Source: an optimization exercise on an open RTL-to-GDS flow (aim: small area, a short achievable clock period and few clock cycles per item). Production flows keep margins and buffers that such runs may drop.
Function was checked by simulation only, so behaviour that the tests miss may differ from the original.
Power and IR drop assume default switching activity.

== red ==
Design peer_retry_backoff_scheduler_top, start of the top module:
module peer_retry_backoff_scheduler_top (
  input  logic         clk,
  input  logic         rst,
  input  logic         s_tvalid,
  output logic         s_tready,
  input  logic [95:0]  s_tdata,
  input  logic [1:0]   s_tuser,
  output logic         m_tvalid,
  input  logic         m_tready,
  output logic [63:0]  m_tdata,
  output logic [1:0]   m_tuser,
  output logic         m_tlast,
  input  logic         cfg_valid,
  output logic         cfg_ready,
  input  logic [1:0]   cfg_index,
  input  logic [15:0]  cfg_data
);
  localparam int N = 8;
  logic [3:0]  retry_limit;
  logic [9:0]  backoff_base;
  logic [15:0] backoff_cap;
  logic [N-1:0] used, armed;
  logic [47:0]  mac [N];
  logic [7:0]   len [N];
  logic [3:0]   rem [N];
  logic [31:0]  due [N];
  logic         iv;
  logic [1:0]   iop;
  logic [47:0]  imac;
  logic [7:0]   ilen;
  logic         izero, ilong, iok;
  logic [31:0]  inow;
  logic [N-1:0] imatch;    
  logic         iprev;     
  logic         ialloc;    
  logic [N-1:0] drain;
  logic         pv;
  logic [N-1:0] psel;
  logic [3:0]   prem;      
  logic [31:0]  pnow;
  logic         ov;
  logic [1:0]   okind, oerr;
  logic [2:0]   oidx;
  logic [47:0]  omac;
  logic [7:0]   olen;
  logic         olast;
  assign cfg_ready = 1'b1;
  assign m_tvalid  = ov;
  assign m_tdata   = {3'b000, olen, omac, oidx, oerr};
  assign m_tuser   = okind;
  assign m_tlast   = olast;
  wire drain_busy = |drain;
  wire out_free   = !ov || m_tready;
  wire is_send = iv && iop == 2'd0;
  wire is_comp = iv && iop == 2'd1;
  wire is_tick = iv && iop == 2'd2;
  wire run_pre  = !drain_busy && !(is_tick && pv);
  ...
For scale: roughly 1000 flip-flops, about 190 I/O pins, roughly 51000 um2 of cells after synthesis.
Settings: LEC_CHECK=0, CAP_MARGIN=20, CORE_MARGIN=2, CORE_UTILIZATION=40, CTS_BUF_LIST=sky130_fd_sc_hd__clkbuf_4 sky130_fd_sc_hd__clkbuf_8, SETUP_SLACK_MARGIN=5, SLEW_MARGIN=20; clock period 10.0 ns.
run.sh (not shown) runs the stock make flow with config.mk's settings and CLKGATE_MAP_FILE= SYNTH_SCRIPT=/design/flow/synth_recipe.tcl, a recipe that flattens the netlist after the stock synthesis.
red completed; timing, DRC and antenna clean
Testbench counts of red, summed over its fixed seeds: cycles 10,336, items 8,000.
Input changes introduced in blue (baseline for comparison: red):
Settings: CTS_CLUSTER_SIZE newly set to 20; CTS_BUF_LIST removed (was sky130_fd_sc_hd__clkbuf_4 sky130_fd_sc_hd__clkbuf_8); CTS_CLUSTER_DIAMETER newly set to 60.
==> flow/flow/run.sh (new file) <==
#!/bin/bash
set -euo pipefail
sed 's/SETUP_SLACK_MARGIN=[0-9.]*/SETUP_SLACK_MARGIN=5.5/' standard.sh > standard_margin.sh
grep -q 'SETUP_SLACK_MARGIN=5.5' standard_margin.sh
bash standard_margin.sh > layout.log 2>&1
==> flow/standard.sh (new file) <==
#!/bin/bash
# synth_recipe.tcl (not shown) runs the flow's synth.tcl, then flattens the netlist and writes it again
# the make line also repeats each setting of config.mk as NAME=value (left out here)
make -C /OpenROAD-flow-scripts/flow DESIGN_CONFIG=/design/flow/config.mk WORK_HOME=/design/flow/orfs CLKGATE_MAP_FILE= SYNTH_SCRIPT=/design/flow/synth_recipe.tcl "${@:-finish}"
removed: flow/run.sh
Results
- Delta(buffer share of cell area, blue - red) > 0
- Comparing blue against red, there is no change at all in DRC violation count after routing.
- What red reported for maximum frequency has to be multiplied by 1.06 to get the figure for blue.
- red -> blue: placed instance count flat
- red has lower peak ir drop on the vdd network than blue.
- Max sequential share of layout area across blue and red: red
- Diff red -> blue: area fraction of clock buffers and clock inverters decreased 0.25 points, sum of routed wire length over all layers increased about 3%.
- Relative to red, the via count of blue is higher by about 1.1%.
- Summary — number of clock buffers in the layout, blue relative to red: lower, by 60%.
## Diff of input files: green against blue
Settings: CTS_CLUSTER_DIAMETER: 60 -> 80; CTS_CLUSTER_SIZE: 20 -> 30.
==> flow/run.sh (new file) <==
#!/bin/bash
# synth_recipe.tcl (not shown) runs the flow's synth.tcl, then flattens the netlist and writes it again
# the make line also repeats each setting of config.mk as NAME=value (left out here)
make -C /OpenROAD-flow-scripts/flow DESIGN_CONFIG=/design/flow/config.mk WORK_HOME=/design/flow/orfs CLKGATE_MAP_FILE= SYNTH_SCRIPT=/design/flow/synth_recipe.tcl finish
removed: flow/flow/run.sh
removed: flow/standard.sh
### Flow results
From blue to green the numbers moved as follows: wire length per cell lost about 1.4%, number of enable-type register cells in the synthesized netlist shows no meaningful change, pin count of the biggest net entering global routing up 5, share of power burned in the clock network down 8.6 points, post-placement cell count barely changed. Overall power of the completed layout for green: 14% down relative to blue. Changes observed in green relative to blue: peak supply drop now sits lower, length of routed met2 wiring now sits lower. Looking only at worst slack at placement, and setting everything else aside, the lower value of green and blue goes to blue. Across both runs, post-CTS clock slew at the launch and capture registers of the worst setup and hold paths was higher for green than for blue. Setup slack in green is smaller than in blue.
## Diff of input files: orange against green
Settings: clearing CTS_CLUSTER_DIAMETER, which used to be 80; clearing CTS_CLUSTER_SIZE, which used to be 30; putting TNS_END_PERCENT at 30 where nothing was set.
==> flow/flow/run.sh (new file) <==
#!/bin/bash
set -euo pipefail
sed 's/SETUP_SLACK_MARGIN=[0-9.]*/SETUP_SLACK_MARGIN=5.8/' standard.sh > standard_margin.sh
grep -q 'SETUP_SLACK_MARGIN=5.8' standard_margin.sh
bash standard_margin.sh > layout.log 2>&1
==> flow/standard.sh (new file) <==
#!/bin/bash
# synth_recipe.tcl (not shown) runs the flow's synth.tcl, then flattens the netlist and writes it again
# the make line also repeats each setting of config.mk as NAME=value (left out here)
make -C /OpenROAD-flow-scripts/flow DESIGN_CONFIG=/design/flow/config.mk WORK_HOME=/design/flow/orfs CLKGATE_MAP_FILE= SYNTH_SCRIPT=/design/flow/synth_recipe.tcl "${@:-finish}"
removed: flow/run.sh
Notes after the runs:
Diff green -> orange: fmax went up, final core area utilization went up, count of clock buffers in the final design saw an increase, sequential power held, worst slew margin relative to its limit saw an increase. From green to orange the numbers moved as follows: switching share of power went down 1.7 points; multi-input combinational cell count has remained practically unchanged. Compared with green, routed wire length per instance in orange increased slightly. Diff green -> orange | final area | up by a little under 10%. In the flow results for orange and green, the data required time of the worst path is smaller on orange.

Starting RTL as in the previous note.
## peer_retry_backoff_scheduler_top
module peer_retry_backoff_scheduler_top (
  input  logic         clk,
  input  logic         rst,
  input  logic         s_tvalid,
  output logic         s_tready,
  input  logic [95:0]  s_tdata,
  input  logic [1:0]   s_tuser,
  output logic         m_tvalid,
  input  logic         m_tready,
  output logic [63:0]  m_tdata,
  output logic [1:0]   m_tuser,
  output logic         m_tlast,
  input  logic         cfg_valid,
  output logic         cfg_ready,
  input  logic [1:0]   cfg_index,
  input  logic [15:0]  cfg_data
);
  localparam int N = 8;
  logic [3:0]  retry_limit;
  logic [9:0]  backoff_base;
  logic [15:0] backoff_cap;
  logic [N-1:0] used, armed;
  logic [47:0]  mac [N];
  logic [7:0]   len [N];
  logic [3:0]   rem [N];
  logic [31:0]  due [N];
  logic         iv;
  logic [1:0]   iop;
  logic [47:0]  imac;
  logic [7:0]   ilen;
  logic         izero, ilong, iok;
  logic [31:0]  inow;
  logic [N-1:0] imatch;    
  logic         iprev;     
  logic         ialloc;    
  logic [N-1:0] drain;
  logic         pv;
  logic [N-1:0] psel;
  logic [3:0]   prem;      
  logic [31:0]  pnow;
  logic         ov;
  logic [1:0]   okind, oerr;
  logic [2:0]   oidx;
  logic [47:0]  omac;
  logic [7:0]   olen;
  logic         olast;
  assign cfg_ready = 1'b1;
  assign m_tvalid  = ov;
  assign m_tdata   = {3'b000, olen, omac, oidx, oerr};
  assign m_tuser   = okind;
  assign m_tlast   = olast;
  wire drain_busy = |drain;
  wire out_free   = !ov || m_tready;
  wire is_send = iv && iop == 2'd0;
  wire is_comp = iv && iop == 2'd1;
  wire is_tick = iv && iop == 2'd2;
  wire run_pre  = !drain_busy && !(is_tick && pv);
  wire need_out = is_send || is_tick;
  wire run      = iv && run_pre && (!need_out || out_free);
  logic rdy_a, rdy_b;
  assign s_tready = rdy_a || (rdy_b && m_tready);
  wire take = s_tready && s_tvalid;
  logic [24:0] base_l;
  wire        pcap = prem > retry_limit;
  wire [24:0] bv   = base_l >> prem;
  logic       cap_ge_bv;
  prbs_ge #(16) u_ovf (.a(backoff_cap), .b(bv[15:0]), .ge(cap_ge_bv));
  wire use_cap = pcap || (|bv[24:16]) || !cap_ge_bv;
  logic [15:0] nd_b, nd_c, pnow_inc;
  logic        nd_bc, nd_cc;
  prbs_add #(16) u_nd_b   (.a(pnow[15:0]), .b(bv[15:0]),    .ci(1'b0), .s(nd_b), .co(nd_bc));
  ...
export LEC_CHECK = 0
export CAP_MARGIN = 20
export CORE_MARGIN = 2
export CORE_UTILIZATION = 40
export CTS_CLUSTER_DIAMETER = 60
export CTS_CLUSTER_SIZE = 20
export SETUP_SLACK_MARGIN = 5
export SLEW_MARGIN = 20
create_clock -name core_clock -period 10.0 [get_ports {clk}]
standard.sh (not shown) runs the stock make flow with config.mk's settings and CLKGATE_MAP_FILE= SYNTH_SCRIPT=/design/flow/synth_recipe.tcl, a recipe that flattens the netlist after the stock synthesis.
==> flow/flow/run.sh <==
#!/bin/bash
set -euo pipefail
sed 's/SETUP_SLACK_MARGIN=[0-9.]*/SETUP_SLACK_MARGIN=5.6/' standard.sh > standard_margin.sh
grep -q 'SETUP_SLACK_MARGIN=5.6' standard_margin.sh
bash standard_margin.sh > layout.log 2>&1
Testbench counts at the start, summed over its fixed seeds: cycles 10,336, items 8,000.
Change:
==> flow/run.sh (new file) <==
#!/bin/bash
# synth_recipe.tcl (not shown) runs the flow's synth.tcl, then flattens the netlist and writes it again
# the make line also repeats each setting of config.mk as NAME=value (left out here)
make -C /OpenROAD-flow-scripts/flow DESIGN_CONFIG=/design/flow/config.mk WORK_HOME=/design/flow/orfs CLKGATE_MAP_FILE= SYNTH_SCRIPT=/design/flow/synth_recipe.tcl finish
--- a/flow/config.mk
+++ b/flow/config.mk
@@ -11,2 +10,0 @@
-export CTS_CLUSTER_DIAMETER = 60
-export CTS_CLUSTER_SIZE = 20
removed: flow/flow/run.sh
removed: flow/standard.sh
The new run went through all stages and came out clean; power rises slightly; setup slack is worse by 0.46 ns; routed wire length falls by a few percent; die area stays the same; count of clock-buffer cells in the layout rises by 39; critical path depth rises by 9.

-- afterwards: timing with drivers on the ports --
The flow's constraints put no driver on any port. The routed layouts listed below were extracted and timed again, unchanged, in two steps. Step 1 assumes that a clkbuf_16 drives the clock port and a buf_2 every other input. Step 2 adds t to the input delays and takes it off the output delays; t is the mean of the earliest and latest rising clock arrival at the registers after step 1. Input paths then give back, and output paths get back, about the clock's delay inside the block. Slacks: no drivers / after step 1 / after step 2; pairs: no drivers / after step 1.
run	t (ns)	slack for setup (ns)	worst slew at a driven data input, ns
red	0.996	5.099 / 5.099 / 4.623	0.12
blue	0.776	5.389 / 5.389 / 4.670	0.18
green	0.759	5.048 / 5.048 / 4.791	0.12
orange	0.802	5.492 / 5.459 / 4.778	0.12
the first run of note 2	0.776	5.532 / 5.495 / 4.802	0.19
the second run of note 2	0.797	5.068 / 5.068 / 4.721	0.12
After both steps every run listed still meets setup and hold. The setup slack of the first run of note 2, which loses most, moves by -0.037 ns with the drivers and by -0.730 ns with both steps.
